Source: an optimization exercise on an open RTL-to-GDS flow (aim: small area, a short achievable clock period and few clock cycles per item). Production flows keep margins and buffers that such runs may drop. Only simulation tests tie the RTL to the original design; equivalence was not proved.

**design/flow/design.v**
```verilog
package mfrs_pkg;
	localparam int WINDOW      = 5;
	localparam int SAMPLE_BITS = 10;
	localparam int REG_W       = 11;
	localparam int VAL_W       = 12;
	localparam int SLOT_W = (WINDOW > 1) ? $clog2(WINDOW) : 1;
	localparam int CNT_W  = $clog2(WINDOW + 1);
	localparam int MEDIAN_RANK = WINDOW / 2;
	localparam int CMP_W    = (SAMPLE_BITS > REG_W) ? SAMPLE_BITS : REG_W;
	localparam int PROD_W   = SAMPLE_BITS + REG_W;
	localparam int DIV_W    = PROD_W + (PROD_W % 2);
	localparam int DIV_STEPS = DIV_W / 2;
	localparam int STEP_W   = $clog2(DIV_STEPS);
	localparam int VAL_MAX_I = 2 ** (VAL_W - 1) - 1;
	localparam int VAL_MIN_MAG = 2 ** (VAL_W - 1);
	localparam int QUEUE_DEPTH = 2;
	localparam int QPTR_W = $clog2(QUEUE_DEPTH);
	localparam int QCNT_W = $clog2(QUEUE_DEPTH + 1);
	localparam int APB_DATA_W = 32;
	localparam int APB_ADDR_W = 5;
	localparam int REG_IDX_W  = 3;
	localparam logic [REG_IDX_W-1:0] REG_INPUT_LOW     = 3'd0;
	localparam logic [REG_IDX_W-1:0] REG_INPUT_HIGH    = 3'd1;
	localparam logic [REG_IDX_W-1:0] REG_OUTPUT_LOW    = 3'd2;
	localparam logic [REG_IDX_W-1:0] REG_OUTPUT_HIGH   = 3'd3;
	localparam logic [REG_IDX_W-1:0] REG_INVERT_ENABLE = 3'd4;
	localparam logic [REG_IDX_W-1:0] REG_DIGITAL_MODE  = 3'd5;
	localparam logic [REG_W-1:0] RST_INPUT_LOW   = 11'd0;
	localparam logic [REG_W-1:0] RST_INPUT_HIGH  = 11'd1024;
	localparam logic [REG_W-1:0] RST_OUTPUT_LOW  = 11'd0;
	localparam logic [REG_W-1:0] RST_OUTPUT_HIGH = 11'd127;
	typedef struct packed {
		logic [REG_W-1:0] input_low;
		logic [REG_W-1:0] input_high;
		logic [REG_W-1:0] output_low;
		logic [REG_W-1:0] output_high;
		logic             invert_enable;
		logic             digital_mode;
	} mfrs_cfg_t;
	localparam logic [1:0] F_IDLE = 2'd0;
	localparam logic [1:0] F_RANK = 2'd1;
	localparam logic [1:0] F_PUSH = 2'd2;
	localparam logic [2:0] B_IDLE = 3'd0;
	localparam logic [2:0] B_MUL  = 3'd1;
	localparam logic [2:0] B_DIV  = 3'd2;
	localparam logic [2:0] B_FIX  = 3'd3;
	localparam logic [2:0] B_OUT  = 3'd4;
endpackage
module mfrs_mul
(
	input  logic [9:0] d,
	input  logic [32:0] k,
	input  logic        neg,
	output logic [10:0] ta,
	output logic [10:0] tb,
	output logic [1:0]  g,
	output logic [1:0]  p
);
	logic [4:0]             b_one, b_two, bn;
	logic [4:0][32:0]   bp;
	logic [32:0]             lp;
	logic [10:0] dx;
	assign dx = {d, 1'b0};
	for (genvar i = 0; i < 5; i++) begin : g_booth
		assign b_one[i] = dx[2 * i + 1] ^ dx[2 * i];
		assign b_two[i] = (dx[2 * i + 2] && !dx[2 * i + 1] && !dx[2 * i]) ||
		                  (!dx[2 * i + 2] && dx[2 * i + 1] && dx[2 * i]);
		assign bn[i]    = dx[2 * i + 2] && !(dx[2 * i + 1] && dx[2 * i]);
		assign bp[i]    = ((k & {33{b_one[i]}}) | ({k[31:0], 1'b0} & {33{b_two[i]}})) ^ {33{bn[i]}};
	end
	assign lp = k & {33{d[9]}};
	logic w1;
	logic w2;
	logic w3;
	logic w4;
	logic w5;
	logic w6;
	logic w7;
	logic w8;
	logic w9;
	logic w10;
	logic w11;
	logic w12;
	logic w13;
	logic w14;
	logic w15;
	logic w16;
	logic w17;
	logic w18;
	logic w19;
	logic w20;
	logic w21;
	logic w22;
	logic w23;
	logic w24;
	logic w25;
	logic w26;
	logic w27;
	logic w28;
	logic w29;
	logic w30;
	logic w31;
	logic w32;
	logic w33;
	logic w34;
	logic w35;
	logic w36;
	logic w37;
	logic w38;
	logic w39;
	logic w40;
	logic w41;
	logic w42;
	logic w43;
	logic w44;
	logic w45;
	logic w46;
	logic w47;
	logic w48;
	logic w49;
	logic w50;
	logic w51;
	logic w52;
	logic w53;
	logic w54;
	logic w55;
	logic w56;
	logic w57;
	logic w58;
	logic w59;
	logic w60;
	logic w61;
	logic w62;
	logic w63;
	logic w64;
	logic w65;
	logic w66;
	logic w67;
	logic w68;
	logic w69;
	logic w70;
	logic w71;
	logic w72;
	logic w73;
	logic w74;
	logic w75;
	logic w76;
	logic w77;
	logic w78;
	logic w79;
	logic w80;
	logic w81;
	logic w82;
	logic w83;
	logic w84;
	logic w85;
	logic w86;
	logic w87;
	logic w88;
	logic w89;
	logic w90;
	logic w91;
	logic w92;
	logic w93;
	logic w94;
	logic w95;
	logic w96;
	logic w97;
	logic w98;
	logic w99;
	logic w100;
	logic w101;
	logic w102;
	logic w103;
	logic w104;
	logic w105;
	logic w106;
	logic w107;
	logic w108;
	logic w109;
	logic w110;
	logic w111;
	logic w112;
	logic w113;
	logic w114;
	logic w115;
	logic w116;
	logic w117;
	logic w118;
	logic w119;
	logic w120;
	logic w121;
	logic w122;
	logic w123;
	logic w124;
	logic w125;
	logic w126;
	logic w127;
	logic w128;
	logic w129;
	logic w130;
	logic w131;
	logic w132;
	logic w133;
	logic w134;
	logic w135;
	logic w136;
	logic w137;
	logic w138;
	logic w139;
	logic w140;
	logic w141;
	logic w142;
	logic w143;
	logic w144;
	logic w145;
	logic w146;
	logic w147;
	logic w148;
	logic w149;
	logic w150;
	logic w151;
	logic w152;
	logic w153;
	logic w154;
	logic w155;
	logic w156;
	logic w157;
	logic w158;
	logic w159;
	logic w160;
	logic w161;
	logic w162;
	logic w163;
	logic w164;
	logic w165;
	logic w166;
	logic w167;
	logic w168;
	logic w169;
	logic w170;
	logic w171;
	logic w172;
	logic w173;
	logic w174;
	logic w175;
	logic w176;
	logic w177;
	logic w178;
	logic w179;
	logic w180;
	logic w181;
	logic w182;
	logic w183;
	logic w184;
	logic w185;
	logic w186;
	logic w187;
	logic w188;
	logic w189;
	logic w190;
	logic w191;
	logic w192;
	logic w193;
	logic w194;
	logic w195;
	logic w196;
	logic w197;
	logic w198;
	logic w199;
	logic w200;
	logic w201;
	logic w202;
	logic w203;
	logic w204;
	logic w205;
	logic w206;
	logic w207;
	logic w208;
	logic w209;
	logic w210;
	logic w211;
	logic w212;
	logic w213;
	logic w214;
	logic w215;
	logic w216;
	logic w217;
	logic w218;
	logic w219;
	logic w220;
	logic w221;
	logic w222;
	logic w223;
	logic w224;
	logic w225;
	logic w226;
	logic w227;
	logic w228;
	logic w229;
	logic w230;
	logic w231;
	logic w232;
	logic w233;
	logic w234;
	logic w235;
	logic w236;
	logic w237;
	logic w238;
	logic w239;
	logic w240;
	logic w241;
	logic w242;
	logic w243;
	logic w244;
	logic w245;
	logic w246;
	logic w247;
	logic w248;
	logic w249;
	logic w250;
	logic w251;
	logic w252;
	logic w253;
	logic w254;
	logic w255;
	logic w256;
	assign w1 = bp[0][8] ^ bp[1][6] ^ bp[2][4];
	assign w2 = (bp[0][8] & bp[1][6]) | (bp[0][8] & bp[2][4]) | (bp[1][6] & bp[2][4]);
	assign w3 = bp[0][9] ^ bp[1][7] ^ bp[2][5];
	assign w4 = (bp[0][9] & bp[1][7]) | (bp[0][9] & bp[2][5]) | (bp[1][7] & bp[2][5]);
	assign w5 = bp[0][10] ^ bp[1][8] ^ bp[2][6];
	assign w6 = (bp[0][10] & bp[1][8]) | (bp[0][10] & bp[2][6]) | (bp[1][8] & bp[2][6]);
	assign w7 = bp[0][11] ^ bp[1][9] ^ bp[2][7];
	assign w8 = (bp[0][11] & bp[1][9]) | (bp[0][11] & bp[2][7]) | (bp[1][9] & bp[2][7]);
	assign w9 = bp[0][12] ^ bp[1][10] ^ bp[2][8];
	assign w10 = (bp[0][12] & bp[1][10]) | (bp[0][12] & bp[2][8]) | (bp[1][10] & bp[2][8]);
	assign w11 = bp[0][13] ^ bp[1][11] ^ bp[2][9];
	assign w12 = (bp[0][13] & bp[1][11]) | (bp[0][13] & bp[2][9]) | (bp[1][11] & bp[2][9]);
	assign w13 = bp[0][14] ^ bp[1][12] ^ bp[2][10];
	assign w14 = (bp[0][14] & bp[1][12]) | (bp[0][14] & bp[2][10]) | (bp[1][12] & bp[2][10]);
	assign w15 = bp[0][15] ^ bp[1][13] ^ bp[2][11];
	assign w16 = (bp[0][15] & bp[1][13]) | (bp[0][15] & bp[2][11]) | (bp[1][13] & bp[2][11]);
	assign w17 = bp[0][16] ^ bp[1][14] ^ bp[2][12];
	assign w18 = (bp[0][16] & bp[1][14]) | (bp[0][16] & bp[2][12]) | (bp[1][14] & bp[2][12]);
	assign w19 = bp[0][17] ^ bp[1][15] ^ bp[2][13];
	assign w20 = (bp[0][17] & bp[1][15]) | (bp[0][17] & bp[2][13]) | (bp[1][15] & bp[2][13]);
	assign w21 = bp[0][18] ^ bp[1][16] ^ bp[2][14];
	assign w22 = (bp[0][18] & bp[1][16]) | (bp[0][18] & bp[2][14]) | (bp[1][16] & bp[2][14]);
	assign w23 = bp[0][19] ^ bp[1][17] ^ bp[2][15];
	assign w24 = (bp[0][19] & bp[1][17]) | (bp[0][19] & bp[2][15]) | (bp[1][17] & bp[2][15]);
	assign w25 = bp[0][20] ^ bp[1][18] ^ bp[2][16];
	assign w26 = (bp[0][20] & bp[1][18]) | (bp[0][20] & bp[2][16]) | (bp[1][18] & bp[2][16]);
	assign w27 = bp[0][21] ^ bp[1][19] ^ bp[2][17];
	assign w28 = (bp[0][21] & bp[1][19]) | (bp[0][21] & bp[2][17]) | (bp[1][19] & bp[2][17]);
	assign w29 = bp[0][22] ^ bp[1][20];
	assign w30 = bp[0][22] & bp[1][20];
	assign w31 = bp[0][23] ^ bp[1][21];
	assign w32 = bp[0][23] & bp[1][21];
	assign w33 = bp[0][24] ^ bp[1][22];
	assign w34 = bp[0][24] & bp[1][22];
	assign w35 = bp[0][25] ^ bp[1][23];
	assign w36 = bp[0][25] & bp[1][23];
	assign w37 = bp[0][26] ^ bp[1][24];
	assign w38 = bp[0][26] & bp[1][24];
	assign w39 = bp[0][27] ^ bp[1][25];
	assign w40 = bp[0][27] & bp[1][25];
	assign w41 = bp[0][28] ^ bp[1][26];
	assign w42 = bp[0][28] & bp[1][26];
	assign w43 = bp[0][29] ^ bp[1][27];
	assign w44 = bp[0][29] & bp[1][27];
	assign w45 = bp[0][30] ^ bp[1][28];
	assign w46 = bp[0][30] & bp[1][28];
	assign w47 = bp[0][31] ^ bp[1][29];
	assign w48 = bp[0][31] & bp[1][29];
	assign w49 = bp[0][32] ^ bp[1][30];
	assign w50 = bp[0][32] & bp[1][30];
	assign w51 = bp[0][7] ^ bp[1][5] ^ bp[2][3];
	assign w52 = (bp[0][7] & bp[1][5]) | (bp[0][7] & bp[2][3]) | (bp[1][5] & bp[2][3]);
	assign w53 = w1 ^ bp[3][2] ^ bp[4][0];
	assign w54 = (w1 & bp[3][2]) | (w1 & bp[4][0]) | (bp[3][2] & bp[4][0]);
	assign w55 = bn[4] ^ (!neg && d[8]);
	assign w56 = bn[4] & (!neg && d[8]);
	assign w57 = w2 ^ w3 ^ bp[3][3];
	assign w58 = (w2 & w3) | (w2 & bp[3][3]) | (w3 & bp[3][3]);
	assign w59 = bp[4][1] ^ (!neg && d[9]) ^ 1'b1;
	assign w60 = (bp[4][1] & (!neg && d[9])) | (bp[4][1] & 1'b1) | ((!neg && d[9]) & 1'b1);
	assign w61 = w4 ^ w5 ^ bp[3][4];
	assign w62 = (w4 & w5) | (w4 & bp[3][4]) | (w5 & bp[3][4]);
	assign w63 = bp[4][2] ^ lp[0] ^ neg;
	assign w64 = (bp[4][2] & lp[0]) | (bp[4][2] & neg) | (lp[0] & neg);
	assign w65 = w6 ^ w7 ^ bp[3][5];
	assign w66 = (w6 & w7) | (w6 & bp[3][5]) | (w7 & bp[3][5]);
	assign w67 = bp[4][3] ^ lp[1] ^ neg;
	assign w68 = (bp[4][3] & lp[1]) | (bp[4][3] & neg) | (lp[1] & neg);
	assign w69 = w8 ^ w9 ^ bp[3][6];
	assign w70 = (w8 & w9) | (w8 & bp[3][6]) | (w9 & bp[3][6]);
	assign w71 = bp[4][4] ^ lp[2] ^ neg;
	assign w72 = (bp[4][4] & lp[2]) | (bp[4][4] & neg) | (lp[2] & neg);
	assign w73 = w10 ^ w11 ^ bp[3][7];
	assign w74 = (w10 & w11) | (w10 & bp[3][7]) | (w11 & bp[3][7]);
	assign w75 = bp[4][5] ^ lp[3] ^ neg;
	assign w76 = (bp[4][5] & lp[3]) | (bp[4][5] & neg) | (lp[3] & neg);
	assign w77 = w12 ^ w13 ^ bp[3][8];
	assign w78 = (w12 & w13) | (w12 & bp[3][8]) | (w13 & bp[3][8]);
	assign w79 = bp[4][6] ^ lp[4] ^ neg;
	assign w80 = (bp[4][6] & lp[4]) | (bp[4][6] & neg) | (lp[4] & neg);
	assign w81 = w14 ^ w15 ^ bp[3][9];
	assign w82 = (w14 & w15) | (w14 & bp[3][9]) | (w15 & bp[3][9]);
	assign w83 = bp[4][7] ^ lp[5] ^ neg;
	assign w84 = (bp[4][7] & lp[5]) | (bp[4][7] & neg) | (lp[5] & neg);
	assign w85 = w16 ^ w17 ^ bp[3][10];
	assign w86 = (w16 & w17) | (w16 & bp[3][10]) | (w17 & bp[3][10]);
	assign w87 = bp[4][8] ^ lp[6] ^ neg;
	assign w88 = (bp[4][8] & lp[6]) | (bp[4][8] & neg) | (lp[6] & neg);
	assign w89 = w18 ^ w19 ^ bp[3][11];
	assign w90 = (w18 & w19) | (w18 & bp[3][11]) | (w19 & bp[3][11]);
	assign w91 = bp[4][9] ^ lp[7] ^ neg;
	assign w92 = (bp[4][9] & lp[7]) | (bp[4][9] & neg) | (lp[7] & neg);
	assign w93 = w20 ^ w21 ^ bp[3][12];
	assign w94 = (w20 & w21) | (w20 & bp[3][12]) | (w21 & bp[3][12]);
	assign w95 = bp[4][10] ^ lp[8] ^ neg;
	assign w96 = (bp[4][10] & lp[8]) | (bp[4][10] & neg) | (lp[8] & neg);
	assign w97 = w22 ^ w23 ^ bp[3][13];
	assign w98 = (w22 & w23) | (w22 & bp[3][13]) | (w23 & bp[3][13]);
	assign w99 = bp[4][11] ^ lp[9] ^ neg;
	assign w100 = (bp[4][11] & lp[9]) | (bp[4][11] & neg) | (lp[9] & neg);
	assign w101 = w24 ^ w25 ^ bp[3][14];
	assign w102 = (w24 & w25) | (w24 & bp[3][14]) | (w25 & bp[3][14]);
	assign w103 = bp[4][12] ^ lp[10] ^ neg;
	assign w104 = (bp[4][12] & lp[10]) | (bp[4][12] & neg) | (lp[10] & neg);
	assign w105 = w26 ^ w27 ^ bp[3][15];
	assign w106 = (w26 & w27) | (w26 & bp[3][15]) | (w27 & bp[3][15]);
	assign w107 = bp[4][13] ^ lp[11] ^ neg;
	assign w108 = (bp[4][13] & lp[11]) | (bp[4][13] & neg) | (lp[11] & neg);
	assign w109 = w28 ^ w29 ^ bp[2][18];
	assign w110 = (w28 & w29) | (w28 & bp[2][18]) | (w29 & bp[2][18]);
	assign w111 = bp[3][16] ^ bp[4][14] ^ lp[12];
	assign w112 = (bp[3][16] & bp[4][14]) | (bp[3][16] & lp[12]) | (bp[4][14] & lp[12]);
	assign w113 = w30 ^ w31 ^ bp[2][19];
	assign w114 = (w30 & w31) | (w30 & bp[2][19]) | (w31 & bp[2][19]);
	assign w115 = bp[3][17] ^ bp[4][15] ^ lp[13];
	assign w116 = (bp[3][17] & bp[4][15]) | (bp[3][17] & lp[13]) | (bp[4][15] & lp[13]);
	assign w117 = w32 ^ w33 ^ bp[2][20];
	assign w118 = (w32 & w33) | (w32 & bp[2][20]) | (w33 & bp[2][20]);
	assign w119 = bp[3][18] ^ bp[4][16] ^ lp[14];
	assign w120 = (bp[3][18] & bp[4][16]) | (bp[3][18] & lp[14]) | (bp[4][16] & lp[14]);
	assign w121 = w34 ^ w35 ^ bp[2][21];
	assign w122 = (w34 & w35) | (w34 & bp[2][21]) | (w35 & bp[2][21]);
	assign w123 = bp[3][19] ^ bp[4][17] ^ lp[15];
	assign w124 = (bp[3][19] & bp[4][17]) | (bp[3][19] & lp[15]) | (bp[4][17] & lp[15]);
	assign w125 = w36 ^ w37 ^ bp[2][22];
	assign w126 = (w36 & w37) | (w36 & bp[2][22]) | (w37 & bp[2][22]);
	assign w127 = bp[3][20] ^ bp[4][18] ^ lp[16];
	assign w128 = (bp[3][20] & bp[4][18]) | (bp[3][20] & lp[16]) | (bp[4][18] & lp[16]);
	assign w129 = w38 ^ w39 ^ bp[2][23];
	assign w130 = (w38 & w39) | (w38 & bp[2][23]) | (w39 & bp[2][23]);
	assign w131 = bp[3][21] ^ bp[4][19] ^ lp[17];
	assign w132 = (bp[3][21] & bp[4][19]) | (bp[3][21] & lp[17]) | (bp[4][19] & lp[17]);
	assign w133 = w40 ^ w41 ^ bp[2][24];
	assign w134 = (w40 & w41) | (w40 & bp[2][24]) | (w41 & bp[2][24]);
	assign w135 = bp[3][22] ^ bp[4][20] ^ lp[18];
	assign w136 = (bp[3][22] & bp[4][20]) | (bp[3][22] & lp[18]) | (bp[4][20] & lp[18]);
	assign w137 = w42 ^ w43 ^ bp[2][25];
	assign w138 = (w42 & w43) | (w42 & bp[2][25]) | (w43 & bp[2][25]);
	assign w139 = bp[3][23] ^ bp[4][21] ^ lp[19];
	assign w140 = (bp[3][23] & bp[4][21]) | (bp[3][23] & lp[19]) | (bp[4][21] & lp[19]);
	assign w141 = w44 ^ w45 ^ bp[2][26];
	assign w142 = (w44 & w45) | (w44 & bp[2][26]) | (w45 & bp[2][26]);
	assign w143 = bp[3][24] ^ bp[4][22] ^ lp[20];
	assign w144 = (bp[3][24] & bp[4][22]) | (bp[3][24] & lp[20]) | (bp[4][22] & lp[20]);
	assign w145 = w46 ^ w47 ^ bp[2][27];
	assign w146 = (w46 & w47) | (w46 & bp[2][27]) | (w47 & bp[2][27]);
	assign w147 = bp[3][25] ^ bp[4][23] ^ lp[21];
	assign w148 = (bp[3][25] & bp[4][23]) | (bp[3][25] & lp[21]) | (bp[4][23] & lp[21]);
	assign w149 = w48 ^ w49 ^ bp[2][28];
	assign w150 = (w48 & w49) | (w48 & bp[2][28]) | (w49 & bp[2][28]);
	assign w151 = bp[3][26] ^ bp[4][24] ^ lp[22];
	assign w152 = (bp[3][26] & bp[4][24]) | (bp[3][26] & lp[22]) | (bp[4][24] & lp[22]);
	assign w153 = w51 ^ bp[3][1];
	assign w154 = w51 & bp[3][1];
	assign w155 = w52 ^ w53 ^ w55;
	assign w156 = (w52 & w53) | (w52 & w55) | (w53 & w55);
	assign w157 = w54 ^ w56 ^ w57;
	assign w158 = (w54 & w56) | (w54 & w57) | (w56 & w57);
	assign w159 = w58 ^ w60 ^ w61;
	assign w160 = (w58 & w60) | (w58 & w61) | (w60 & w61);
	assign w161 = w62 ^ w64 ^ w65;
	assign w162 = (w62 & w64) | (w62 & w65) | (w64 & w65);
	assign w163 = w66 ^ w68 ^ w69;
	assign w164 = (w66 & w68) | (w66 & w69) | (w68 & w69);
	assign w165 = w70 ^ w72 ^ w73;
	assign w166 = (w70 & w72) | (w70 & w73) | (w72 & w73);
	assign w167 = w74 ^ w76 ^ w77;
	assign w168 = (w74 & w76) | (w74 & w77) | (w76 & w77);
	assign w169 = w78 ^ w80 ^ w81;
	assign w170 = (w78 & w80) | (w78 & w81) | (w80 & w81);
	assign w171 = w82 ^ w84 ^ w85;
	assign w172 = (w82 & w84) | (w82 & w85) | (w84 & w85);
	assign w173 = w86 ^ w88 ^ w89;
	assign w174 = (w86 & w88) | (w86 & w89) | (w88 & w89);
	assign w175 = w90 ^ w92 ^ w93;
	assign w176 = (w90 & w92) | (w90 & w93) | (w92 & w93);
	assign w177 = w94 ^ w96 ^ w97;
	assign w178 = (w94 & w96) | (w94 & w97) | (w96 & w97);
	assign w179 = w98 ^ w100 ^ w101;
	assign w180 = (w98 & w100) | (w98 & w101) | (w100 & w101);
	assign w181 = w102 ^ w104 ^ w105;
	assign w182 = (w102 & w104) | (w102 & w105) | (w104 & w105);
	assign w183 = w106 ^ w108 ^ w109;
	assign w184 = (w106 & w108) | (w106 & w109) | (w108 & w109);
	assign w185 = w110 ^ w112 ^ w113;
	assign w186 = (w110 & w112) | (w110 & w113) | (w112 & w113);
	assign w187 = w114 ^ w116 ^ w117;
	assign w188 = (w114 & w116) | (w114 & w117) | (w116 & w117);
	assign w189 = w118 ^ w120 ^ w121;
	assign w190 = (w118 & w120) | (w118 & w121) | (w120 & w121);
	assign w191 = w122 ^ w124 ^ w125;
	assign w192 = (w122 & w124) | (w122 & w125) | (w124 & w125);
	assign w193 = w126 ^ w128 ^ w129;
	assign w194 = (w126 & w128) | (w126 & w129) | (w128 & w129);
	assign w195 = w130 ^ w132 ^ w133;
	assign w196 = (w130 & w132) | (w130 & w133) | (w132 & w133);
	assign w197 = w134 ^ w136 ^ w137;
	assign w198 = (w134 & w136) | (w134 & w137) | (w136 & w137);
	assign w199 = w138 ^ w140 ^ w141;
	assign w200 = (w138 & w140) | (w138 & w141) | (w140 & w141);
	assign w201 = w142 ^ w144 ^ w145;
	assign w202 = (w142 & w144) | (w142 & w145) | (w144 & w145);
	assign w203 = w146 ^ w148 ^ w149;
	assign w204 = (w146 & w148) | (w146 & w149) | (w148 & w149);
	assign w205 = w153 ^ (!neg && d[7]);
	assign w206 = w153 & (!neg && d[7]);
	assign w207 = w154 ^ w155 ^ neg;
	assign w208 = (w154 & w155) | (w154 & neg) | (w155 & neg);
	assign w209 = w156 ^ w157 ^ w59;
	assign w210 = (w156 & w157) | (w156 & w59) | (w157 & w59);
	assign w211 = w158 ^ w159 ^ w63;
	assign w212 = (w158 & w159) | (w158 & w63) | (w159 & w63);
	assign w213 = w160 ^ w161 ^ w67;
	assign w214 = (w160 & w161) | (w160 & w67) | (w161 & w67);
	assign w215 = w162 ^ w163 ^ w71;
	assign w216 = (w162 & w163) | (w162 & w71) | (w163 & w71);
	assign w217 = w164 ^ w165 ^ w75;
	assign w218 = (w164 & w165) | (w164 & w75) | (w165 & w75);
	assign w219 = w166 ^ w167 ^ w79;
	assign w220 = (w166 & w167) | (w166 & w79) | (w167 & w79);
	assign w221 = w168 ^ w169 ^ w83;
	assign w222 = (w168 & w169) | (w168 & w83) | (w169 & w83);
	assign w223 = w170 ^ w171 ^ w87;
	assign w224 = (w170 & w171) | (w170 & w87) | (w171 & w87);
	assign w225 = w172 ^ w173 ^ w91;
	assign w226 = (w172 & w173) | (w172 & w91) | (w173 & w91);
	assign w227 = w174 ^ w175 ^ w95;
	assign w228 = (w174 & w175) | (w174 & w95) | (w175 & w95);
	assign w229 = w176 ^ w177 ^ w99;
	assign w230 = (w176 & w177) | (w176 & w99) | (w177 & w99);
	assign w231 = w178 ^ w179 ^ w103;
	assign w232 = (w178 & w179) | (w178 & w103) | (w179 & w103);
	assign w233 = w180 ^ w181 ^ w107;
	assign w234 = (w180 & w181) | (w180 & w107) | (w181 & w107);
	assign w235 = w182 ^ w183 ^ w111;
	assign w236 = (w182 & w183) | (w182 & w111) | (w183 & w111);
	assign w237 = w184 ^ w185 ^ w115;
	assign w238 = (w184 & w185) | (w184 & w115) | (w185 & w115);
	assign w239 = w186 ^ w187 ^ w119;
	assign w240 = (w186 & w187) | (w186 & w119) | (w187 & w119);
	assign w241 = w188 ^ w189 ^ w123;
	assign w242 = (w188 & w189) | (w188 & w123) | (w189 & w123);
	assign w243 = w190 ^ w191 ^ w127;
	assign w244 = (w190 & w191) | (w190 & w127) | (w191 & w127);
	assign w245 = w192 ^ w193 ^ w131;
	assign w246 = (w192 & w193) | (w192 & w131) | (w193 & w131);
	assign w247 = w194 ^ w195 ^ w135;
	assign w248 = (w194 & w195) | (w194 & w135) | (w195 & w135);
	assign w249 = w196 ^ w197 ^ w139;
	assign w250 = (w196 & w197) | (w196 & w139) | (w197 & w139);
	assign w251 = w198 ^ w199 ^ w143;
	assign w252 = (w198 & w199) | (w198 & w143) | (w199 & w143);
	assign w253 = w200 ^ w201 ^ w147;
	assign w254 = (w200 & w201) | (w200 & w147) | (w201 & w147);
	assign w255 = w202 ^ w203 ^ w151;
	assign w256 = (w202 & w203) | (w202 & w151) | (w203 & w151);
	logic [32:0] ra, rb;
	assign ra = {w254, w252, w250, w248, w246, w244, w242, w240, w238, w236, w234, w232, w230, w228, w226, w224, w222, w220, w218, w216, w214, w212, w210, w208, w206, w205, 1'b0, 1'b0, 1'b0, 1'b0, 1'b0, 1'b0, 1'b0};
	assign rb = {w255, w253, w251, w249, w247, w245, w243, w241, w239, w237, w235, w233, w231, w229, w227, w225, w223, w221, w219, w217, w215, w213, w211, w209, w207, 1'b1, 1'b0, 1'b0, 1'b0, 1'b0, 1'b0, 1'b0, 1'b0};
	logic [8:0] s0;
	logic [7:0] s1;
	assign s0   = {1'b0, ra[14:7]} + {1'b0, rb[14:7]};
	assign s1   = {1'b0, ra[21:15]} + {1'b0, rb[21:15]};
	assign g[0] = s0[8];
	assign g[1] = s1[7];
	assign p[0] = &(ra[14:7] ^ rb[14:7]);
	assign p[1] = &(ra[21:15] ^ rb[21:15]);
	assign ta   = ra[32:22];
	assign tb   = rb[32:22];
endmodule
import mfrs_pkg::*;
module median_filter_range_scaler
(
	input  logic                  clk,
	input  logic                  arst_n,
	input  logic                  sample_valid,
	output logic                  sample_ready,
	input  logic [SAMPLE_BITS-1:0] sample,
	output logic                  result_valid,
	input  logic                  result_ready,
	output logic [SAMPLE_BITS-1:0] result_filtered,
	output logic signed [VAL_W-1:0] result_value,
	output logic                  result_valid_res,
	input  logic                  psel,
	input  logic                  penable,
	input  logic                  pwrite,
	input  logic [APB_ADDR_W-1:0] paddr,
	input  logic [APB_DATA_W-1:0] pwdata,
	output logic [APB_DATA_W-1:0] prdata,
	output logic                  pready
);
	localparam int KSTEPS = 2;
	localparam int KXW    = 34;
	localparam int KCYC   = KXW / KSTEPS;
	mfrs_pkg::mfrs_cfg_t cfg_q, cfg_d;
	logic [REG_IDX_W-1:0] reg_idx;
	logic                 cfg_wr;
	assign pready  = 1'b1;
	assign reg_idx = paddr[APB_ADDR_W-1:2];
	assign cfg_wr  = psel && penable && pwrite;
	always_comb begin
		unique case (reg_idx)
			REG_INPUT_LOW:     prdata = APB_DATA_W'(cfg_q.input_low);
			REG_INPUT_HIGH:    prdata = APB_DATA_W'(cfg_q.input_high);
			REG_OUTPUT_LOW:    prdata = APB_DATA_W'(cfg_q.output_low);
			REG_OUTPUT_HIGH:   prdata = APB_DATA_W'(cfg_q.output_high);
			REG_INVERT_ENABLE: prdata = APB_DATA_W'(cfg_q.invert_enable);
			REG_DIGITAL_MODE:  prdata = APB_DATA_W'(cfg_q.digital_mode);
			default:           prdata = '0;
		endcase
	end
	always_comb begin
		cfg_d = cfg_q;
		if (cfg_wr) begin
			unique case (reg_idx)
				REG_INPUT_LOW:     cfg_d.input_low     = pwdata[REG_W-1:0];
				REG_INPUT_HIGH:    cfg_d.input_high    = pwdata[REG_W-1:0];
				REG_OUTPUT_LOW:    cfg_d.output_low    = pwdata[REG_W-1:0];
				REG_OUTPUT_HIGH:   cfg_d.output_high   = pwdata[REG_W-1:0];
				REG_INVERT_ENABLE: cfg_d.invert_enable = pwdata[0];
				REG_DIGITAL_MODE:  cfg_d.digital_mode  = pwdata[0];
				default: ;
			endcase
		end
	end
	always_ff @(posedge clk or negedge arst_n) begin
		if (!arst_n) begin
			cfg_q.input_low     <= RST_INPUT_LOW;
			cfg_q.input_high    <= RST_INPUT_HIGH;
			cfg_q.output_low    <= RST_OUTPUT_LOW;
			cfg_q.output_high   <= RST_OUTPUT_HIGH;
			cfg_q.invert_enable <= 1'b0;
			cfg_q.digital_mode  <= 1'b0;
		end else begin
			cfg_q <= cfg_d;
		end
	end
	logic [REG_W-1:0] den_q;     
	logic             neg_q;     
	logic             szero_q;   
	logic [REG_W:0]   out_span;
	assign out_span = {1'b0, cfg_d.output_high} - {1'b0, cfg_d.output_low};
	always_ff @(posedge clk) begin
		den_q   <= cfg_d.input_high - cfg_d.input_low;
		neg_q   <= out_span[REG_W];
		szero_q <= (cfg_d.input_high == cfg_d.input_low);
	end
	logic en;
	logic out_valid_q;
	logic kbusy_q;
	logic kready;
	assign en           = !out_valid_q || result_ready;
	assign sample_ready = en && kready;
	logic take;
	assign take = sample_valid && sample_ready;
	logic [REG_W-1:0] kr_q;
	logic [KXW-1:0]   kx_q;
	logic [4:0]       kcnt_q;
	logic             kinit_q;
	logic             kwr;
	logic [REG_W-1:0] kr_n;
	logic [KXW-1:0]   kx_n;
	logic [REG_W-1:0] kmag;
	assign kwr = cfg_wr && !reg_idx[2];
	assign kready = !kbusy_q || (!kinit_q && (kcnt_q >= 5'(KCYC - 2)));
	assign kmag = out_span[REG_W] ? REG_W'(-out_span) : out_span[REG_W-1:0];
	always_comb begin
		logic [REG_W:0]   t;
		logic [REG_W+1:0] dif;
		kr_n = kr_q;
		kx_n = kx_q;
		for (int k = 0; k < KSTEPS; k++) begin
			t    = {kr_n, kx_n[KXW-1]};
			dif  = {1'b0, t} - {2'b00, den_q};
			kx_n = {kx_n[KXW-2:0], !dif[REG_W+1]};
			kr_n = dif[REG_W+1] ? t[REG_W-1:0] : dif[REG_W-1:0];
		end
	end
	always_ff @(posedge clk or negedge arst_n) begin
		if (!arst_n) begin
			kinit_q <= 1'b1;
			kbusy_q <= 1'b1;
			kcnt_q  <= '0;
		end else begin
			kinit_q <= 1'b0;
			if (kwr || kinit_q) begin
				kbusy_q <= 1'b1;
				kcnt_q  <= '0;
			end else if (kbusy_q) begin
				kcnt_q <= kcnt_q + 1'b1;
				if (kcnt_q == 5'(KCYC - 1)) kbusy_q <= 1'b0;
			end
		end
	end
	always_ff @(posedge clk) begin
		if (kwr || kinit_q) begin
			kx_q <= {1'b0, kmag, 22'b0};
		end else if (kbusy_q) begin
			kx_q <= kx_n;
		end
	end
	always_ff @(posedge clk) begin
		kr_q <= (kwr || kinit_q) ? '0 : kr_n;
	end
	logic [4:0][SAMPLE_BITS-1:0] win_q;
	logic [4:0][4:0]             ord_q;
	logic [3:0]                  le;      
	always_comb begin
		for (int j = 0; j < 4; j++)
			le[j] = (sample <= win_q[j]);
	end
	always_ff @(posedge clk or negedge arst_n) begin
		if (!arst_n) begin
			win_q <= '0;
			ord_q <= '1;
		end else if (take) begin
			win_q <= {win_q[3:0], sample};
			for (int i = 0; i < 4; i++)
				for (int j = i + 1; j < 4; j++)
					ord_q[i + 1][j + 1] <= ord_q[i][j];
			for (int j = 0; j < 4; j++)
				ord_q[0][j + 1] <= le[j];
		end
	end
	logic v1_q;
	always_ff @(posedge clk or negedge arst_n) begin
		if (!arst_n) v1_q <= 1'b0;
		else if (en) v1_q <= take;
	end
	logic [4:0]             pick;
	logic [SAMPLE_BITS-1:0] med1;
	function automatic logic two_of_four(input logic [3:0] b);
		two_of_four = ((3'(b[0]) + 3'(b[1]) + 3'(b[2]) + 3'(b[3])) == 3'd2);
	endfunction
	always_comb begin
		logic [3:0] bef;
		for (int i = 0; i < 5; i++) begin
			for (int j = 0; j < 4; j++) begin
				if (j < i) bef[j] = ord_q[j][i];
				else       bef[j] = !ord_q[i][j + 1];
			end
			pick[i] = two_of_four(bef);
		end
		med1 = '0;
		for (int i = 0; i < 5; i++)
			med1 = med1 | (win_q[i] & {SAMPLE_BITS{pick[i]}});
	end
	logic                   va_q;
	logic                   inra_q;
	logic [SAMPLE_BITS-1:0] meda_q;
	logic [SAMPLE_BITS-1:0] offa_q;
	always_ff @(posedge clk or negedge arst_n) begin
		if (!arst_n) va_q <= 1'b0;
		else if (en) va_q <= v1_q;
	end
	always_ff @(posedge clk) begin
		if (en) begin
			inra_q <= ({1'b0, med1} >= cfg_q.input_low) && ({1'b0, med1} <= cfg_q.input_high) && !szero_q;
			meda_q <= med1;
			offa_q <= med1 - SAMPLE_BITS'(cfg_q.input_low);
		end
	end
	logic [REG_W-1:0] ta2, tb2;
	logic [1:0]       g2, p2;
	mfrs_mul u_mul (
		.d   (offa_q),
		.k   (kx_q[32:0]),
		.neg (neg_q),
		.ta  (ta2),
		.tb  (tb2),
		.g   (g2),
		.p   (p2)
	);
	logic                   pv;
	logic                   inrp_q;
	logic [SAMPLE_BITS-1:0] medp_q;
	logic [REG_W-1:0]       tap_q, tbp_q;
	logic [1:0]             gp_q;
	logic                   pp_q;
	always_ff @(posedge clk or negedge arst_n) begin
		if (!arst_n) pv <= 1'b0;
		else if (en) pv <= va_q;
	end
	always_ff @(posedge clk) begin
		if (en) begin
			inrp_q  <= inra_q;
			medp_q  <= meda_q;
			tap_q   <= ta2;
			tbp_q   <= tb2;
			gp_q    <= g2;
			pp_q    <= p2[1];
		end
	end
	logic                    scl;
	logic [SAMPLE_BITS-1:0]  medf;
	logic                    tc;           
	logic [REG_W-1:0]        quo;
	logic [VAL_W:0]          xa, xb, xs, zs;
	logic                    xc;
	logic signed [VAL_W-1:0] fval;
	logic                    fvres;
	always_comb begin
		scl  = inrp_q;
		medf = medp_q;
		tc   = gp_q[1] || (pp_q && gp_q[0]);
		quo  = tap_q + tbp_q + REG_W'(tc);
		xa   = (neg_q && !cfg_q.invert_enable) ? ~{2'b00, quo} : {2'b00, quo};
		xb   = !cfg_q.invert_enable ? '0 :
		       neg_q ? {2'b00, cfg_q.output_high} : ~{2'b00, cfg_q.output_high};
		xc   = neg_q ^ cfg_q.invert_enable;
		xs   = xa + xb + (VAL_W + 1)'(xc);
		zs   = {2'b00, cfg_q.output_high} - {2'b00, quo};
		if (cfg_q.digital_mode) begin
			fval  = (medf != '0) ? VAL_W'(1) : VAL_W'(-1);
			fvres = 1'b1;
		end else if (scl) begin
			if (!cfg_q.invert_enable)
				fval = xs[VAL_W-1:0];
			else if (!neg_q)
				fval = xs[VAL_W] ? zs[VAL_W-1:0] : xs[VAL_W-1:0];
			else
				fval = (xs[VAL_W] || xs[VAL_W-1]) ? VAL_W'(VAL_MAX_I) : xs[VAL_W-1:0];
			fvres = 1'b1;
		end else begin
			fval  = VAL_W'(-1);
			fvres = 1'b0;
		end
	end
	logic [SAMPLE_BITS-1:0]  out_filt_q;
	logic signed [VAL_W-1:0] out_value_q;
	logic                    out_vres_q;
	always_ff @(posedge clk or negedge arst_n) begin
		if (!arst_n) out_valid_q <= 1'b0;
		else if (en) out_valid_q <= pv;
	end
	always_ff @(posedge clk) begin
		if (en) begin
			out_filt_q  <= medf;
			out_value_q <= fval;
			out_vres_q  <= fvres;
		end
	end
	assign result_valid     = out_valid_q;
	assign result_filtered  = out_filt_q;
	assign result_value     = out_value_q;
	assign result_valid_res = out_vres_q;
endmodule
```
**design/flow/run.sh**
```bash
#!/bin/bash
# synth_recipe.tcl (not shown) runs the flow's synth.tcl, then flattens the netlist and writes it again
# the make line also repeats each setting of config.mk as NAME=value (left out here)
make -C /OpenROAD-flow-scripts/flow DESIGN_CONFIG=/design/flow/config.mk WORK_HOME=/design/flow/orfs CLKGATE_MAP_FILE= SYNTH_SCRIPT=/design/flow/synth_recipe.tcl finish
```
**design/flow/config.mk**
```make
export PLATFORM = sky130hd
export DESIGN_NAME = median_filter_range_scaler
export DESIGN_NICKNAME = median_filter_range_scaler
export VERILOG_FILES = /design/flow/design.v
export SDC_FILE = /design/flow/constraint.sdc
export NUM_CORES = 4
export LEC_CHECK = 0
export CAP_MARGIN = 20
export CORE_MARGIN = 2
export CORE_UTILIZATION = 55
export PLACE_DENSITY = 0.75
export SETUP_SLACK_MARGIN = 3.0
export SLEW_MARGIN = 20
```
**design/flow/constraint.sdc**
```tcl
create_clock -name core_clock -period 7.5 [get_ports {clk}]
set_input_delay 1.5000 -clock core_clock [delete_from_list [all_inputs] [get_ports {clk}]]
set_output_delay 1.5000 -clock core_clock [all_outputs]
set_load 0.01 [all_outputs]
```
==> flow_results.org, run 1 <==
** Run status
- Status :: no timing/DRC/antenna violations

** Route
- Drt drc :: 0
- In the final routed layout, each cell accounts on average for roughly 20 um.
- Dividing the detail-routed via count by the number of cells gives about 6.
- After detailed routing, the total wire length is 58.3 mm.
- Drt pass-1 iters :: 5
- For this block, the via count after detailed routing is 17400.
- Number of DRC markers after the initial detailed-route iteration :: roughly 1500
- Post-detailed-route count of antenna-violating nets :: 0

** Logic synthesis
- The synthesized netlist contains 81 unique library cells.
- Share of synthesized cell area in and, or, nand and nor gates :: 10.8%
- By area, the combinational part of the netlist is dominated by adder cells.
- Of the total synthesized cell area, the portion taken by XOR and XNOR cells is 9.51%.
- Summing the areas of all fa, ha and maj instances in the mapped netlist gives between 20% and 30% of the synthesized area.
- For this run, asynchronously set or reset flops after synthesis account for between 40 and 50%.
- Area fraction in compound gates after synthesis :: 14.0%
- In this run, synthesis inferred 91 flip-flops with an integrated enable.
- For this run, the leading register cell type out of synthesis is sky130_fd_sc_hd__dfrtp_1.
- Fraction of the yosys area taken by sequential cells :: between 30% and 40%
- In this run the cell area of the synthesized design comes to around 0.022 mm^2.
- Register bit count reported by yosys :: approximately 260
- Averaged over all synthesized cells, the footprint is slightly below 10 um^2.
- Multiplexer share of the synthesized area :: under 10%
- Post-Syn Instances :: ~2300
- Number of synthesis warnings :: 1

** Final layout
- Of the cells placed in the final design, the portion with a size suffix greater than 1 is 16.8%.
- The library cell used most frequently in the layout, excluding fill and tap cells, is sky130_fd_sc_hd__inv_1.
- Count of nets after finishing :: roughly 2700
- Filler Cells Inserted :: between 2000 and 3000
- Diode insertion count for antenna repair :: 0
- Once layout is complete, the utilization of the core stands at 65.5%.
- In the layout the commonest cells are sky130_fd_sc_hd__inv_1 (256), sky130_fd_sc_hd__ha_1 (161), sky130_fd_sc_hd__nand2_1 (141).
- Final non-filler cell total :: between 2000 and 3000
- Syn-to-layout area delta :: 18.3%

** Clock tree
- The number of clock buffers added by TritonCTS is 30.
- Clock tree synthesis selected as its root buffer the cell sky130_fd_sc_hd__clkbuf_16.
- The longest clock path from root to sink contains 3 buffers.
- Hold buffer count at CTS :: 0
- Clock transition at the registers of the reported paths :: ~60 ps
- Clock tree from TritonCTS :: built
- # H-tree levels :: 1
- Clock sink count :: 255
- Clock latency on the worst-skew pair, taken at its later pin, is roughly 590 ps.

** Die
- Number of standard-cell rows in the floorplan :: between 70 and 80
- Once the floorplan was initialized, standard cells occupied 55.4% of the core.
- Horizontal extent of the die :: between 200 and 250 um
- For this design the top-level I/O count stands at approximately 110.
- Overall die area :: about 0.041 mm^2
- After floorplanning, the core was sized to cover approximately 0.04 mm^2.
- Overall die height :: 203 um

** STA
- The number of max-slew violations in the final report came to 0.
- Slew at the pin closest to its max-slew limit :: between 1000 and 1500 ps
- In the finished design, the share of the clock period the worst path needs comes to ~63%.
- The final count of hold timing violations came to 0.
- Clock Skew :: between 15 and 20 ps
- Setup_tns :: 0 ps
- Setup repair after global routing could not meet its margin everywhere.
- Setup violations remaining at the end of the flow were counted as 0.
- Post-layout minimum cycle time :: about 4700 ps
- Headroom to the max-slew limit came out at between 20% and 30%.
- Static timing analysis puts the maximum clock frequency at between 200 and 250 MHz.
- Worst hold slack :: about 420 ps

** Place
- Input and output buffers added on the ports amount to 66.
- At the end of routability-driven placement, the weighted congestion stood at ~0.94.
- Instance count after placement with tap cells included :: around 2800
- Detailed placement finished with a half-perimeter wire length of 39.7 mm.

** Worst setup path
- Critical path's largest stage delay :: approximately 570 ps
- Cell with the largest stage delay on the worst path :: sky130_fd_sc_hd__fa_2
- Crit path arrival time :: between 5000 and 6000 ps
- Setup crit start :: offa_q[4]
- Top delay family on crit path :: adder cells
- Most frequent CP cell :: sky130_fd_sc_hd__fa_1
- Buf+Inv Stages, Crit Path :: 4
- Setup crit end kind :: flip-flop
- The signal on the critical path passes through buf_4, ha_4, buf_12, a22oi_2, xnor2_2, fa_2, fa_1, fa_1, inv_1, fa_1, inv_1, ha_1, a21o_1, a21oi_2, nor2b_1, o21ai_1, nand2b_1, a21oi_2, o21ai_2.
- Biggest fanout along the worst timing path :: 4
- R2r startpoint :: offa_q[4]
- Required time of the critical path :: roughly 7800 ps
- STA classifies the critical path startpoint as a flip-flop.
- Critical path class :: reg -> reg

** GRT
- First-pass GRT wire length :: slightly above 90 mm
- Global routing finished with a remaining overflow of 0.
- Entering global routing, the biggest net connects 81 pins.
- The number of global-route vias before repair is 17300.
- Global routing used between 20 and 30% of the available tracks across all layers.
- Antenna violations before repair :: 0

** Min path
- Hold/Removal Path Class :: reg -> reg
- The startpoint identified for the worst hold timing path is inra_q.

** Run
- Number of max-cap violations :: 0
==> worst register-to-register path, cell delays in order, from the launching register on <==
cell and delay [ps]:
sky130_fd_sc_hd__edfxtp_1 400, sky130_fd_sc_hd__buf_4 180, sky130_fd_sc_hd__ha_4 250, sky130_fd_sc_hd__buf_12 130, sky130_fd_sc_hd__a22oi_2 200, sky130_fd_sc_hd__xnor2_2 120, sky130_fd_sc_hd__fa_2 570, sky130_fd_sc_hd__fa_1 440
sky130_fd_sc_hd__fa_1 490, sky130_fd_sc_hd__inv_1 50, sky130_fd_sc_hd__fa_1 470, sky130_fd_sc_hd__inv_1 40, sky130_fd_sc_hd__ha_1 260, sky130_fd_sc_hd__a21o_1 190, sky130_fd_sc_hd__a21oi_2 130, sky130_fd_sc_hd__nor2b_1 50
sky130_fd_sc_hd__o21ai_1 130, sky130_fd_sc_hd__nand2b_1 100, sky130_fd_sc_hd__a21oi_2 170, sky130_fd_sc_hd__o21ai_2 100
==> repair_timing <==
item                       4_1_cts  5_1_grt
setup endpoints to repair       56       45
hold endpoints to repair         0        0
pin swaps                       58       87
setup buffers                   52       31
cloned                          10        1
resized for setup              103      108
==> path summary, 6_finish.rpt <==
kind / end / slack (ps) / depth (start not counted)
max in group asynchronous: cfg_q[14] / 5500 / 2
setup reg to reg: gp_q[0] / 2770 / 19
hold reg to reg: inrp_q / 420 / 0
min in group asynchronous: win_q[6] / 880 / 1
setup / recovery: gp_q[0] / 2770 / 19
hold / removal: inrp_q / 420 / 0
==> stage by stage <==
step                worst slack, ps  cell area [um^2]
finish                         2770             25900
global route                   2610             25900
CTS                            2770             25100
detailed placement             1550             23000
global placement               1590             23000
floorplan                      2930             22100
==> synthesized netlist by cell type, types with 6 or more instances <==
cell type / count / area [um^2]
sky130_fd_sc_hd__a31oi_1: 6 / 37.5
sky130_fd_sc_hd__nand2b_1: 19 / 119
sky130_fd_sc_hd__mux2_2: 46 / 518
sky130_fd_sc_hd__nand3_1: 32 / 160
sky130_fd_sc_hd__a311oi_1: 7 / 61.3
sky130_fd_sc_hd__a22oi_1: 124 / 931
sky130_fd_sc_hd__fa_1: 124 / 2480
sky130_fd_sc_hd__ha_1: 181 / 2260
sky130_fd_sc_hd__mux2i_1: 55 / 551
sky130_fd_sc_hd__edfxtp_1: 91 / 2730
sky130_fd_sc_hd__nor2b_1: 42 / 263
sky130_fd_sc_hd__and2_1: 18 / 113
sky130_fd_sc_hd__dfstp_2: 20 / 526
sky130_fd_sc_hd__dfrtp_1: 97 / 2430
sky130_fd_sc_hd__mux4_2: 11 / 248
sky130_fd_sc_hd__o211ai_1: 12 / 90.1
sky130_fd_sc_hd__nor3b_1: 9 / 67.6
sky130_fd_sc_hd__nor2_1: 125 / 469
sky130_fd_sc_hd__nor3_1: 35 / 175
sky130_fd_sc_hd__o21ai_0: 83 / 415
sky130_fd_sc_hd__clkbuf_1: 90 / 338
sky130_fd_sc_hd__a21oi_1: 95 / 475
sky130_fd_sc_hd__xnor2_1: 132 / 1160
sky130_fd_sc_hd__or3_1: 8 / 50.1
sky130_fd_sc_hd__nand4_1: 18 / 113
sky130_fd_sc_hd__o21a_1: 19 / 143
sky130_fd_sc_hd__a211oi_1: 14 / 105
sky130_fd_sc_hd__dfxtp_1: 47 / 941
sky130_fd_sc_hd__nand2_1: 145 / 544
sky130_fd_sc_hd__and3_1: 9 / 56.3
sky130_fd_sc_hd__buf_1: 22 / 82.6
sky130_fd_sc_hd__buf_4: 23 / 173
sky130_fd_sc_hd__inv_1: 264 / 991
sky130_fd_sc_hd__xor2_1: 100 / 876
sky130_fd_sc_hd__a21boi_0: 7 / 52.6
sky130_fd_sc_hd__a21o_1: 23 / 173
==> cells by family (layout without fill, tap and decap cells) <==
family	count (synthesis)	in the layout
AND/OR/NAND/NOR	489	491
AO/OA/AOI/OAI	455	456
buffers and inverters	403	500
adder cells (fa/ha/maj)	305	305
flip-flops	255	255
XOR/XNOR	234	234
multiplexers	116	116
other	2	23
==> sequential cells by signal, indices dropped and copies added (netlist names), 2 cells and up <==
signal and cells:
meda_q 10, kr_q 11, ord_q 10, tap_q 11, win_q 50, medp_q 10
den_q 11, tbp_q 11, kx_q 34, out_filt_q 10, kcnt_q 5, cfg_q 46
gp_q 2, out_value_q 12, offa_q 10
==> routing by layer <==
layer / vias to the layer above / GRT usage (%) / part of all wire (%)
met2: 672 / 46.2 / 48
met4: 0 / 9.78 / 3.5
met3: 148 / 4.84 / 7.0
li1: 7942 / - / -
met5: - / 0 / 0
met1: 8636 / 36.7 / 41
==> cell type report <==
cell class | instances | area [um^2] | area share [%]
clock buffer | 38 | 801 | 3.10
clock inverter | 18 | 223 | 0.862
inverter | 264 | 995 | 3.85
multi-input combinational | 1625 | 14600 | 56.7
sequential | 255 | 6640 | 25.7
tap | 525 | 657 | 2.54
timing repair buffer | 180 | 1890 | 7.32
Testbench counts, summed over its fixed seeds: cycles 4,224, items 3,840.
==> inputs of run 2 (changes only) <==
--- a/design/flow/config.mk
+++ b/design/flow/config.mk
@@ -8,6 +8,6 @@
 export CAP_MARGIN = 20
 export CORE_MARGIN = 2
-export CORE_UTILIZATION = 55
-export PLACE_DENSITY = 0.75
+export CORE_UTILIZATION = 65
+export PLACE_DENSITY = 0.85
 export SETUP_SLACK_MARGIN = 3.0
 export SLEW_MARGIN = 20
==> run 2 against run 1 <==
Against the previous run: worst setup slack got worse by 86 ps; final area fell by 2.8%; critical endpoint unchanged.
==> flow_results.org, run 2 <==
** Run status
- Status :: no timing/DRC/antenna violations

** Logic synthesis
- Async SR Flop Fraction :: roughly 46%
- Primary FF master, synth :: sky130_fd_sc_hd__dfrtp_1
- Fraction of the yosys area taken by sequential cells :: between 30% and 40%
- Synth Cell Area :: 0.0219 mm^2
- Yosys mapped the design onto a little over 80 distinct sky130hd cell types.
- Each instance of the synthesized netlist takes up on average between 9 and 10 um^2.
- Area contributors post-synth :: sky130_fd_sc_hd__edfxtp_1 (13%), sky130_fd_sc_hd__fa_1 (11%), sky130_fd_sc_hd__dfrtp_1 (11%), sky130_fd_sc_hd__ha_1 (10%), sky130_fd_sc_hd__xnor2_1 (5.3%)
- Register bit count reported by yosys :: between 200 and 300
- Most frequent cells after synthesis :: sky130_fd_sc_hd__inv_1 (264), sky130_fd_sc_hd__ha_1 (181), sky130_fd_sc_hd__nand2_1 (145)
- Yosys mapped a number of flops with a built-in enable equal to 91.
- Number of synthesis warnings :: 1
- In this run the biggest area consumer among cell types represents between 10 and 15% of the synthesized area.
- By instance count, the leading cell after synthesis is sky130_fd_sc_hd__inv_1.
- Post-Syn Instances :: 2259
- The biggest area contributor in the post-synthesis netlist is sky130_fd_sc_hd__edfxtp_1.

** Die
- Overall die height :: ~190 um
- For this configuration, the core starts out at a cell density of ~66%.
- The initialized floorplan defines 67 standard-cell rows.
- Core Footprint :: roughly 0.033 mm^2
- Pin placement for this block handled roughly 110 I/O pins.
- Overall die area :: 0.0351 mm^2
- In this run the horizontal extent of the chip is 187 um.

** Worst setup path
- For this run, the slowest stage of the critical path takes roughly 550 ps.
- The setup path with the least slack is of type reg -> reg.
- In this design, the critical path's most frequently occurring cell is sky130_fd_sc_hd__fa_1.
- In this run the worst path has a maximum fanout of 12.
- Broken down by cell family, the worst path's largest delay share belongs to adder cells.
- STA classifies the critical path endpoint as a flip-flop.
- The largest individual stage delay along the critical path comes from the cell sky130_fd_sc_hd__fa_1.
- Required time of the critical path :: 7820 ps
- The critical path contains buffers and inverters numbering 3 combined.
- Traced cell by cell, the critical path runs through nor2_1, nand2_1, o21ai_4, buf_12, a22oi_2, xnor2_2, fa_1, fa_1, fa_1, inv_1, fa_1, inv_1, ha_1, a21o_1, a21oi_2, nor2b_1, o21ai_1, nand2b_1, a21oi_2, o21ai_2.
- STA classifies the critical path startpoint as a flip-flop.
- Crit path arrival time :: a little over 5000 ps

** Clock tree
- TritonCTS built the clock tree.
- Maximum clock insertion buffer count :: 3
- The later pin in the worst-skew pair is clocked with a latency of 580 ps.
- After clock tree synthesis, the clock-pin slew on the worst setup and hold paths is 70 ps.
- Hold buffer count at CTS :: 0
- Total CTS buffers :: 29
- In this run the clock root is driven by a sky130_fd_sc_hd__clkbuf_16.
- CTS saw roughly 260 sinks.
- CTS built an H-tree with a depth of 1.

** Place
- After legalization and detailed placement, the total HPWL measured 39.0 mm.
- Setup slack at placement :: between 1500 and 2000 ps
- In this run the tool buffered the top-level ports with 66 buffer cells.
- At the end of routability-driven placement, the weighted congestion stood at about 1.

** GRT
- In the global route stage, overall resource usage came out at 32.2%.
- The first global-routing pass estimated 91.2 mm of wire.
- Entering global routing, the biggest net connects between 80 and 90 pins.
- The initial antenna violation count came to 2.
- The number of global-route vias before repair is approximately 18000.
- Final global-route overflow total :: 0

** Min path
- The tightest min-delay check is of the reg -> reg type.

** Run
- The tool flagged a number of max-cap violations equal to 0.

** STA
- Across all hold checks on the routed design, the worst slack comes to 416 ps.
- Maximum achievable frequency :: just over 200 MHz
- Final hold violation count :: 0
- Setup repair after global routing could not meet its margin everywhere.
- On the final layout, the worst clock skew is between 10 and 15 ps.
- Number of setup violations in the final report :: 0
- In the finished design, the share of the clock period the worst path needs comes to roughly 64%.
- Headroom to the max-slew limit came out at a little over a third.
- Setup total negative slack on the finished layout was measured at 0 ps.
- Post-layout minimum cycle time :: slightly below 5000 ps
- Across all setup checks in the final design, the least slack found is roughly 2700 ps.
- Slew at the pin closest to its max-slew limit :: 971 ps
- Slew Viols, Final :: 0

** Route
- Vias per cell :: between 6 and 7
- Post-detailed-route count of antenna-violating nets :: 0
- Wire length after detailed routing :: roughly 58 mm
- After detailed routing, the number of remaining DRC violations is 0.
- Drt pass-1 iters :: 5
- Number of DRC markers after the initial detailed-route iteration :: 1820
- The routed layout has roughly 18000 vias.
- Wire length per cell :: 20.7 um

** Final layout
- Largest registers ranked by flip-flop count :: win_q x50, cfg_q x46, kx_q x34
- Compared with the post-synthesis result, the final layout area differs by 15.0%.
- The net count of the finished layout is between 2000 and 3000.
- Leaving out fill and tap cells, the most frequent cells in the layout are sky130_fd_sc_hd__inv_1 (258), sky130_fd_sc_hd__ha_1 (165), sky130_fd_sc_hd__nand2_1 (142).
- Flip-flop count of the largest register, all copies and words added :: 50
- Post-layout util :: between 70% and 80%
- Most common cell after layout, fill and taps aside :: sky130_fd_sc_hd__inv_1
- Layout cell share with drive strength beyond 1 :: roughly 15%
- Largest register by flop count :: win_q
[run 2: cell counts after synthesis]
No cell type changed its count.
[run 2: layer usage]
layer / vias to the layer above / global-route usage [%] / part of all wire [%]
met5: - / 0 / 0
met1: 8692 / 42.0 / 39
li1: 7876 / - / -
met4: 0 / 14.0 / 4.6
met2: 888 / 52.1 / 47
met3: 218 / 6.75 / 9.1
[run 2: final cells by class]
class | count | area (um^2)
multi-input cells | 1624 | 14400
fillers | 2175 | 8230
flip-flops and latches | 255 | 6630
repair buffers | 155 | 1570
inverters | 264 | 995
clock buffers | 35 | 758
well taps | 448 | 561
clock inverters | 19 | 213
diodes | 2 | 5.00
[run 2: repair_timing]
item,CTS,global route
pin swaps,30,46
cloned,6,2
setup buffers,36,22
gates resized for setup,82,73
hold endpoints to repair,0,0
setup endpoints to repair,58,45
[run 2: kinds of logic (layout without fill, tap and decap cells)]
| group | after synthesis | count (layout) | synth area share [%] |
|---|---|---|---|
| AND/OR/NAND/NOR | 489 | 490 | 10.8 |
| AO/OA/AOI/OAI | 455 | 456 | 14.0 |
| buffers and inverters | 403 | 473 | 7.37 |
| adder cells (fa/ha/maj) | 305 | 305 | 21.7 |
| flip-flops | 255 | 255 | 30.3 |
| XOR/XNOR | 234 | 234 | 9.51 |
| multiplexers | 116 | 116 | 6.30 |
| other | 2 | 25 | 0.0344 |
[run 2: path summary, 6_finish.rpt]
path                            from   endpoint  slack, ps  depth (start not counted)
setup / recovery           offa_q[3]    gp_q[0]       2690                         20
hold / removal             meda_q[7]  medp_q[7]        420                          0
hold reg to reg            meda_q[7]  medp_q[7]        420                          0
setup reg to reg           offa_q[3]    gp_q[0]       2690                         20
max in group asynchronous     arst_n  kcnt_q[3]       5510                          2
min in group asynchronous     arst_n   win_q[9]        870                          1
[run 2: worst register-to-register path, stage by stage, from the launching register on]
cell                       delay, ps
sky130_fd_sc_hd__edfxtp_1        500
sky130_fd_sc_hd__nor2_1          210
sky130_fd_sc_hd__nand2_1         130
sky130_fd_sc_hd__o21ai_4         110
sky130_fd_sc_hd__buf_12          160
sky130_fd_sc_hd__a22oi_2          90
sky130_fd_sc_hd__xnor2_2         160
sky130_fd_sc_hd__fa_1            550
sky130_fd_sc_hd__fa_1            450
sky130_fd_sc_hd__fa_1            500
sky130_fd_sc_hd__inv_1            60
sky130_fd_sc_hd__fa_1            490
sky130_fd_sc_hd__inv_1            50
sky130_fd_sc_hd__ha_1            280
sky130_fd_sc_hd__a21o_1          170
sky130_fd_sc_hd__a21oi_2         140
sky130_fd_sc_hd__nor2b_1          50
sky130_fd_sc_hd__o21ai_1         120
sky130_fd_sc_hd__nand2b_1         90
sky130_fd_sc_hd__a21oi_2         150
sky130_fd_sc_hd__o21ai_2         100
[run 2: per-stage QoR]
step | cell area, um^2 | instances
2_1_floorplan | 22100 | 2280
3_3_place_gp | 22900 | 2680
3_5_place_dp | 22900 | 2680
4_1_cts | 24600 | 2776
5_1_grt | 25100 | 2800
6_report | 25100 | 2802

separate check: timing with driven ports:
The results above use ideal ports. As a check the final layouts listed here were re-extracted and re-timed, cells and wires unchanged. Step 1, drivers: a clkbuf_16 drives clk and a buf_2 each remaining input, both assumed. Step 2 also shifts input and output timing later by t, the mid clock arrival at the registers, as if the neighbouring blocks saw the same clock. a / b / c = ideal ports / drivers / drivers and shift; a / b = the first two.
run	t, ns	setup WS [ns]	slew at the worst register clock pin (ns)	pins driven straight from the clock port
run 1	0.629	2.771 / 2.771 / 2.521	0.07 / 0.07	1
run 2	0.624	2.686 / 2.686 / 2.459	0.07 / 0.07	1
After both steps setup and hold are still met in every run listed. For run 1, which loses most, drivers alone change the setup slack by 0.000 ns; drivers and shift together by -0.250 ns.
